Background: an optimization exercise with open tools, aiming at small area. Do not read the settings as production practice. Function was checked by simulation only, so behaviour that the tests miss may differ from the original. Power figures rest on the tool's default switching activity, not on a simulated workload.

Setup of before:
==> flow/design.v <==
`default_nettype none
package roverPkg;
	localparam int FarThreshold = 25;
	localparam int CloseThreshold = 250;
	function automatic logic lessThan(input logic [10:0] x, input logic [10:0] k);
		logic lt;
		lt = 1'b0;
		for (int i = 0; i < 11; i++) begin
			lt = k[i] ? (!x[i] || lt) : (!x[i] && lt);
		end
		lessThan = lt;
	endfunction
	function automatic logic [10:0] rippleAdd(input logic [10:0] a,
			input logic [10:0] b, input logic cin);
		logic carry;
		logic [10:0] total;
		carry = cin;
		for (int i = 0; i < 11; i++) begin
			total[i] = a[i] ^ b[i] ^ carry;
			carry = (a[i] & b[i]) | (carry & (a[i] ^ b[i]));
		end
		rippleAdd = total;
	endfunction
	function automatic logic [10:0] rippleInc(input logic [10:0] a,
			input logic inc);
		logic carry;
		logic [10:0] total;
		carry = inc;
		for (int i = 0; i < 11; i++) begin
			total[i] = a[i] ^ carry;
			carry = a[i] & carry;
		end
		rippleInc = total;
	endfunction
endpackage
`default_nettype wire
`timescale 1ns/1ps
`default_nettype none
module beaconChannel (
	input wire logic clock,
	input wire logic arstN,
	input wire logic sensor,
	input wire logic freeze,       
	input wire logic push,         
	input wire logic resume,      
	input wire logic ringFull,     
	output logic isClose,          
	output logic isFar
);
	logic [1:0] syncQ;
	logic accepted;
	logic [2:0] run;              
	logic levelChange;
	logic [1:0] changeQ;          
	logic change;
	logic [7:0] count;
	logic [55:0] ring;
	logic [7:0] oldest;
	logic [10:0] sum;             
	logic [10:0] countNext;
	logic [10:0] sumNext;
	assign levelChange = run[2] & run[0];
	always_ff @(posedge clock or negedge arstN) begin
		if (!arstN) begin
			syncQ <= '0;
			accepted <= 1'b0;
			run <= '0;
		end else begin
			syncQ <= {syncQ[0], sensor};
			accepted <= accepted ^ levelChange;
			if (levelChange) begin
				run <= {2'b00, syncQ[1] == accepted};
			end else if (syncQ[1] != accepted) begin
				run <= run + 1'b1;
			end else begin
				run <= '0;
			end
		end
	end
	always_ff @(posedge clock) begin
		changeQ <= {changeQ[0], levelChange};
	end
	assign change = (levelChange && !freeze) || (resume && |changeQ);
	assign countNext = roverPkg::rippleInc({3'b000, count}, change);
	always_ff @(posedge clock) begin
		if (push) begin
			count <= '0;
		end else begin
			count <= countNext[7:0];
		end
	end
	always_ff @(posedge clock) begin
		ring <= {ring[54:0], ring[55]};
		if (push) begin
			ring[55:49] <= count[6:0];
			ring[0] <= count[7];
		end
	end
	assign oldest = ringFull ? ring[55:48] : 8'd0;
	assign sumNext = roverPkg::rippleAdd(sum,
		push ? {3'b111, ~oldest} : 11'd0, push | change);
	always_ff @(posedge clock or negedge arstN) begin
		if (!arstN) begin
			sum <= '0;
		end else begin
			sum <= sumNext;
		end
	end
	assign isClose = !roverPkg::lessThan(sum, 11'(roverPkg::CloseThreshold));
	assign isFar = !roverPkg::lessThan(sum, 11'(roverPkg::FarThreshold + 1)) &&
		!isClose;
endmodule
`default_nettype wire
`timescale 1ns/1ps
`default_nettype none
module fireSequencer (
	input wire logic clock,
	input wire logic arstN,
	input wire logic closeLeft,
	input wire logic closeRight,
	output logic fireLeft,
	output logic fireRight
);
	localparam logic [14:0] FireSeed = 15'h5130;
	logic [14:0] hold;
	logic side;                   
	logic lowBits;
	logic idle;
	logic start;
	logic feedback;
	assign lowBits = |hold[13:0];
	assign idle = !hold[14] && !lowBits;
	assign start = idle && (closeLeft || closeRight);
	assign feedback = (hold[14] ^ hold[13]) && lowBits;
	always_ff @(posedge clock or negedge arstN) begin
		if (!arstN) begin
			hold <= '0;
		end else begin
			hold <= {hold[13:0], feedback} | (start ? FireSeed : 15'd0);
		end
	end
	always_ff @(posedge clock) begin
		if (idle) begin
			side <= !closeLeft;
		end
	end
	assign fireLeft = lowBits && !side;
	assign fireRight = lowBits && side;
endmodule
`default_nettype wire
`timescale 1ns/1ps
`default_nettype none
module statusDisplay (
	input wire logic clock,
	input wire logic arstN,
	input wire logic periodEnd,
	input wire logic [7:0] periodCountInc,    
	input wire logic anyClose,
	input wire logic anyFar,
	output logic [6:0] segments,
	output logic [3:0] anodes
);
	logic [3:0] scanPhase;
	logic [1:0] digit;
	logic [1:0] digitQ;
	logic showC;
	logic showF;
	logic scanWrap;
	assign scanWrap = (periodCountInc == {scanPhase, 4'b0000});
	always_ff @(posedge clock or negedge arstN) begin
		if (!arstN) begin
			scanPhase <= 4'd3;
			digit <= '0;
			digitQ <= '0;
			showC <= 1'b0;
			showF <= 1'b0;
		end else begin
			if (periodEnd) begin
				scanPhase <= scanPhase + 4'd3;
			end
			if (scanWrap) begin
				digit <= digit + 1'b1;
			end
			digitQ <= digit;
			showC <= (digit == 2'd0) && anyClose;
			showF <= (digit == 2'd1) && anyFar;
		end
	end
	assign anodes = ~(4'b0001 << digitQ);
	assign segments = {~showF, ~(showC | showF), ~(showC | showF), ~showC,
		1'b1, 1'b1, ~(showC | showF)};
endmodule
`default_nettype wire
`timescale 1ns/1ps
`default_nettype none
module beaconShooter #(
	parameter int WindowCycles = 1000,
	parameter int DebounceDepth = 5,
	parameter logic [20:0] ServoPeriod = 21'd2000,
	parameter logic [20:0] RestWidthLeft = 21'd60,
	parameter logic [20:0] RestWidthRight = 21'd225,
	parameter logic [20:0] FireStep = 21'd55,
	parameter int HoldCycles = 20000,
	parameter int ScanBits = 10
) (
	input wire logic clock,
	input wire logic arstN,
	input wire logic sensorLeft,
	input wire logic sensorRight,
	output logic servoLeft,
	output logic servoRight,
	output logic [6:0] segments,
	output logic [3:0] anodes
);
	localparam logic [10:0] PeriodBase = 11'd48;
	logic [10:0] periodCount;
	logic [11:0] periodCountInc;
	logic periodEnd;
	logic freeze;
	logic push;
	logic resume;
	logic [2:0] periods;          
	logic ringFull;
	logic started;
	assign periodCountInc = {&periodCount, roverPkg::rippleInc(periodCount, 1'b1)};
	assign periodEnd = periodCountInc[11];
	assign freeze = (periodCount == PeriodBase) ||
		(periodCount == PeriodBase + 11'(WindowCycles)) || push;
	assign push = (periodCount == PeriodBase + 11'd1) ||
		(periodCount == PeriodBase + 11'(WindowCycles + 1));
	assign resume = (periodCount == PeriodBase + 11'd2) ||
		(periodCount == PeriodBase + 11'(WindowCycles + 2));
	assign ringFull = periods[2];
	assign started = |periods;
	always_ff @(posedge clock or negedge arstN) begin
		if (!arstN) begin
			periodCount <= PeriodBase;
			periods <= '0;
		end else begin
			periodCount <= periodCountInc[10:0] | (periodEnd ? PeriodBase : 11'd0);
			if (periodEnd && !periods[2]) begin
				periods <= periods + 1'b1;
			end
		end
	end
	logic sumCloseLeft, sumFarLeft, sumCloseRight, sumFarRight;
	logic closeLeft, closeRight, anyFar;
	beaconChannel channelLeft (
		.clock(clock),
		.arstN(arstN),
		.sensor(sensorLeft),
		.freeze(freeze),
		.push(push),
		.resume(resume),
		.ringFull(ringFull),
		.isClose(sumCloseLeft),
		.isFar(sumFarLeft)
	);
	beaconChannel channelRight (
		.clock(clock),
		.arstN(arstN),
		.sensor(sensorRight),
		.freeze(freeze),
		.push(push),
		.resume(resume),
		.ringFull(ringFull),
		.isClose(sumCloseRight),
		.isFar(sumFarRight)
	);
	always_ff @(posedge clock or negedge arstN) begin
		if (!arstN) begin
			closeLeft <= 1'b0;
			closeRight <= 1'b0;
			anyFar <= 1'b0;
		end else if (push) begin
			closeLeft <= sumCloseLeft;
			closeRight <= sumCloseRight;
			anyFar <= sumFarLeft || sumFarRight;
		end
	end
	logic fireLeft, fireRight;
	logic fireLeftQ, fireRightQ;
	fireSequencer sequencer (
		.clock(clock),
		.arstN(arstN),
		.closeLeft(closeLeft),
		.closeRight(closeRight),
		.fireLeft(fireLeft),
		.fireRight(fireRight)
	);
	always_ff @(posedge clock) begin
		if (periodEnd) begin
			fireLeftQ <= fireLeft;
			fireRightQ <= fireRight;
		end
	end
	logic belowFireLeft, belowRestLeft, belowFireRight, belowRestRight;
	assign belowFireLeft = roverPkg::lessThan(periodCount,
		PeriodBase + 11'(RestWidthLeft + FireStep));
	assign belowRestLeft = roverPkg::lessThan(periodCount,
		PeriodBase + 11'(RestWidthLeft));
	assign belowFireRight = roverPkg::lessThan(periodCount,
		PeriodBase + 11'(RestWidthRight - FireStep));
	assign belowRestRight = roverPkg::lessThan(periodCount,
		PeriodBase + 11'(RestWidthRight));
	assign servoLeft = started && (fireLeftQ ? belowFireLeft : belowRestLeft);
	assign servoRight = started && (fireRightQ ? belowFireRight : belowRestRight);
	statusDisplay display (
		.clock(clock),
		.arstN(arstN),
		.periodEnd(periodEnd),
		.periodCountInc(periodCountInc[7:0]),
		.anyClose(closeLeft || closeRight),
		.anyFar(anyFar),
		.segments(segments),
		.anodes(anodes)
	);
endmodule
`default_nettype wire
export LEC_CHECK = 0
export CAP_MARGIN = 20
export CORE_MARGIN = 2
export CORE_UTILIZATION = 60
export CTS_BUF_LIST = sky130_fd_sc_hd__clkbuf_4
export CTS_CLUSTER_DIAMETER = 40
export CTS_CLUSTER_SIZE = 10
export SLEW_MARGIN = 20
create_clock -name core_clock -period 10.0 [get_ports {clock}]
standard.sh (not shown) runs the stock make flow with config.mk's settings and CLKGATE_MAP_FILE= SYNTH_SCRIPT=/design/flow/synth_recipe.tcl, a recipe that flattens the netlist after the stock synthesis.
==> flow/flow/run.sh <==
#!/bin/bash
# Standard layout (standard.sh, standard synthesis) with two changes: CTS
# without dummy loads and with small clock buffers, and the buffers left by
# ABC removed at floorplan. The whole ORFS output goes to standard.log, and
# each step's log stays under orfs/logs.
set -e
export CTS_ARGS="-sink_clustering_enable -repair_clock_nets -buf_list sky130_fd_sc_hd__clkbuf_4 -sink_clustering_size 10 -sink_clustering_max_diameter 40 -dont_use_dummy_load"
export REMOVE_ABC_BUFFERS=1
bash standard.sh > standard.log 2>&1
Edits applied to the flow inputs when going from before to after:
--- a/flow/design.v
+++ b/flow/design.v
@@ -43,9 +43,9 @@
 	input wire logic freeze,       
 	input wire logic push,         
 	input wire logic resume,      
 	input wire logic ringFull,     
-	output logic isClose,          
+	output logic isClose,
 	output logic isFar
 );
 	logic [1:0] syncQ;
 	logic accepted;
@@ -105,11 +105,18 @@
 		end else begin
 			sum <= sumNext;
 		end
 	end
-	assign isClose = !roverPkg::lessThan(sum, 11'(roverPkg::CloseThreshold));
-	assign isFar = !roverPkg::lessThan(sum, 11'(roverPkg::FarThreshold + 1)) &&
-		!isClose;
+	always_ff @(posedge clock or negedge arstN) begin
+		if (!arstN) begin
+			isClose <= 1'b0;
+			isFar <= 1'b0;
+		end else if (push) begin
+			isClose <= !roverPkg::lessThan(sum, 11'(roverPkg::CloseThreshold));
+			isFar <= !roverPkg::lessThan(sum, 11'(roverPkg::FarThreshold + 1)) &&
+				roverPkg::lessThan(sum, 11'(roverPkg::CloseThreshold));
+		end
+	end
 endmodule
 `default_nettype wire
 `timescale 1ns/1ps
 `default_nettype none
@@ -218,9 +225,9 @@
 	logic periodEnd;
 	logic freeze;
 	logic push;
 	logic resume;
-	logic [2:0] periods;          
+	logic [3:0] pushes;           
 	logic ringFull;
 	logic started;
 	assign periodCountInc = {&periodCount, roverPkg::rippleInc(periodCount, 1'b1)};
 	assign periodEnd = periodCountInc[11];
@@ -229,33 +236,32 @@
 	assign push = (periodCount == PeriodBase + 11'd1) ||
 		(periodCount == PeriodBase + 11'(WindowCycles + 1));
 	assign resume = (periodCount == PeriodBase + 11'd2) ||
 		(periodCount == PeriodBase + 11'(WindowCycles + 2));
-	assign ringFull = periods[2];
-	assign started = |periods;
+	assign ringFull = pushes[3];
+	assign started = |pushes[3:1];
 	always_ff @(posedge clock or negedge arstN) begin
 		if (!arstN) begin
 			periodCount <= PeriodBase;
-			periods <= '0;
+			pushes <= '0;
 		end else begin
 			periodCount <= periodCountInc[10:0] | (periodEnd ? PeriodBase : 11'd0);
-			if (periodEnd && !periods[2]) begin
-				periods <= periods + 1'b1;
+			if (push && !ringFull) begin
+				pushes <= pushes + 1'b1;
 			end
 		end
 	end
-	logic sumCloseLeft, sumFarLeft, sumCloseRight, sumFarRight;
-	logic closeLeft, closeRight, anyFar;
+	logic closeLeft, farLeft, closeRight, farRight;
 	beaconChannel channelLeft (
 		.clock(clock),
 		.arstN(arstN),
 		.sensor(sensorLeft),
 		.freeze(freeze),
 		.push(push),
 		.resume(resume),
 		.ringFull(ringFull),
-		.isClose(sumCloseLeft),
-		.isFar(sumFarLeft)
+		.isClose(closeLeft),
+		.isFar(farLeft)
 	);
 	beaconChannel channelRight (
 		.clock(clock),
 		.arstN(arstN),
@@ -263,22 +269,11 @@
 		.freeze(freeze),
 		.push(push),
 		.resume(resume),
 		.ringFull(ringFull),
-		.isClose(sumCloseRight),
-		.isFar(sumFarRight)
+		.isClose(closeRight),
+		.isFar(farRight)
 	);
-	always_ff @(posedge clock or negedge arstN) begin
-		if (!arstN) begin
-			closeLeft <= 1'b0;
-			closeRight <= 1'b0;
-			anyFar <= 1'b0;
-		end else if (push) begin
-			closeLeft <= sumCloseLeft;
-			closeRight <= sumCloseRight;
-			anyFar <= sumFarLeft || sumFarRight;
-		end
-	end
 	logic fireLeft, fireRight;
 	logic fireLeftQ, fireRightQ;
 	fireSequencer sequencer (
 		.clock(clock),
@@ -310,9 +305,9 @@
 		.arstN(arstN),
 		.periodEnd(periodEnd),
 		.periodCountInc(periodCountInc[7:0]),
 		.anyClose(closeLeft || closeRight),
-		.anyFar(anyFar),
+		.anyFar(farLeft || farRight),
 		.segments(segments),
 		.anodes(anodes)
 	);
 endmodule
--- outcome ---
Going from before to after, the maximum fanout count along the critical path was found to have gone down by 53. Diff after..before | initial antenna violation count | negligible. Row number of combinational gates with multiple inputs: after higher / before lower. after falls short of before in minimum clock period after layout. Actual slew at the worst max-slew pin, before and after: smaller value in before. Comparing before and after, the higher number of sequential storage elements is on after. Between before and after, the routed wire length is higher for after. Synthesized cell count (higher): after. On post-synthesis average cell area: after sits below before. Looking at launch point of the critical path, the periodCount[5] result is from before; the periodCount[3] one comes from after. ~same total internal power in before and after. On final cell count, before and after are basically level. | share of the clock period used by the worst path | before vs after | ≈ equal |. after vs. before: global-route usage over all layers grew by 0.60 points; fmax ~0 delta.

## re-timing with driven ports
How much do the figures lean on ideal ports? The routed layouts below were timed once more, with nothing changed but the port constraints.
Step 1 sets driving cells, clkbuf_16 on the clock port and buf_2 on the other inputs (assumed; they add their load-dependent delay and slew).
Step 2 moves the port delays by t, midway between the first and last clock arrival at a register: inputs arrive t later, outputs are due t later. That takes back most of the time a late clock gives input paths.
a / b / c = ideal ports / drivers / drivers and shift; a / b = the first two.
run | t (ns) | slack for setup (ns) | worst hold slack (ns) | worst setup path at the end | pins driven straight from the clock port
before | 0.633 | 3.889 / 3.889 / 3.889 | 0.322 / 0.322 / 0.322 | register to register | 1
after | 0.626 | 3.878 / 3.878 / 3.878 | 0.292 / 0.292 / 0.292 | register to register | 1
After both steps every run listed still meets setup and hold.
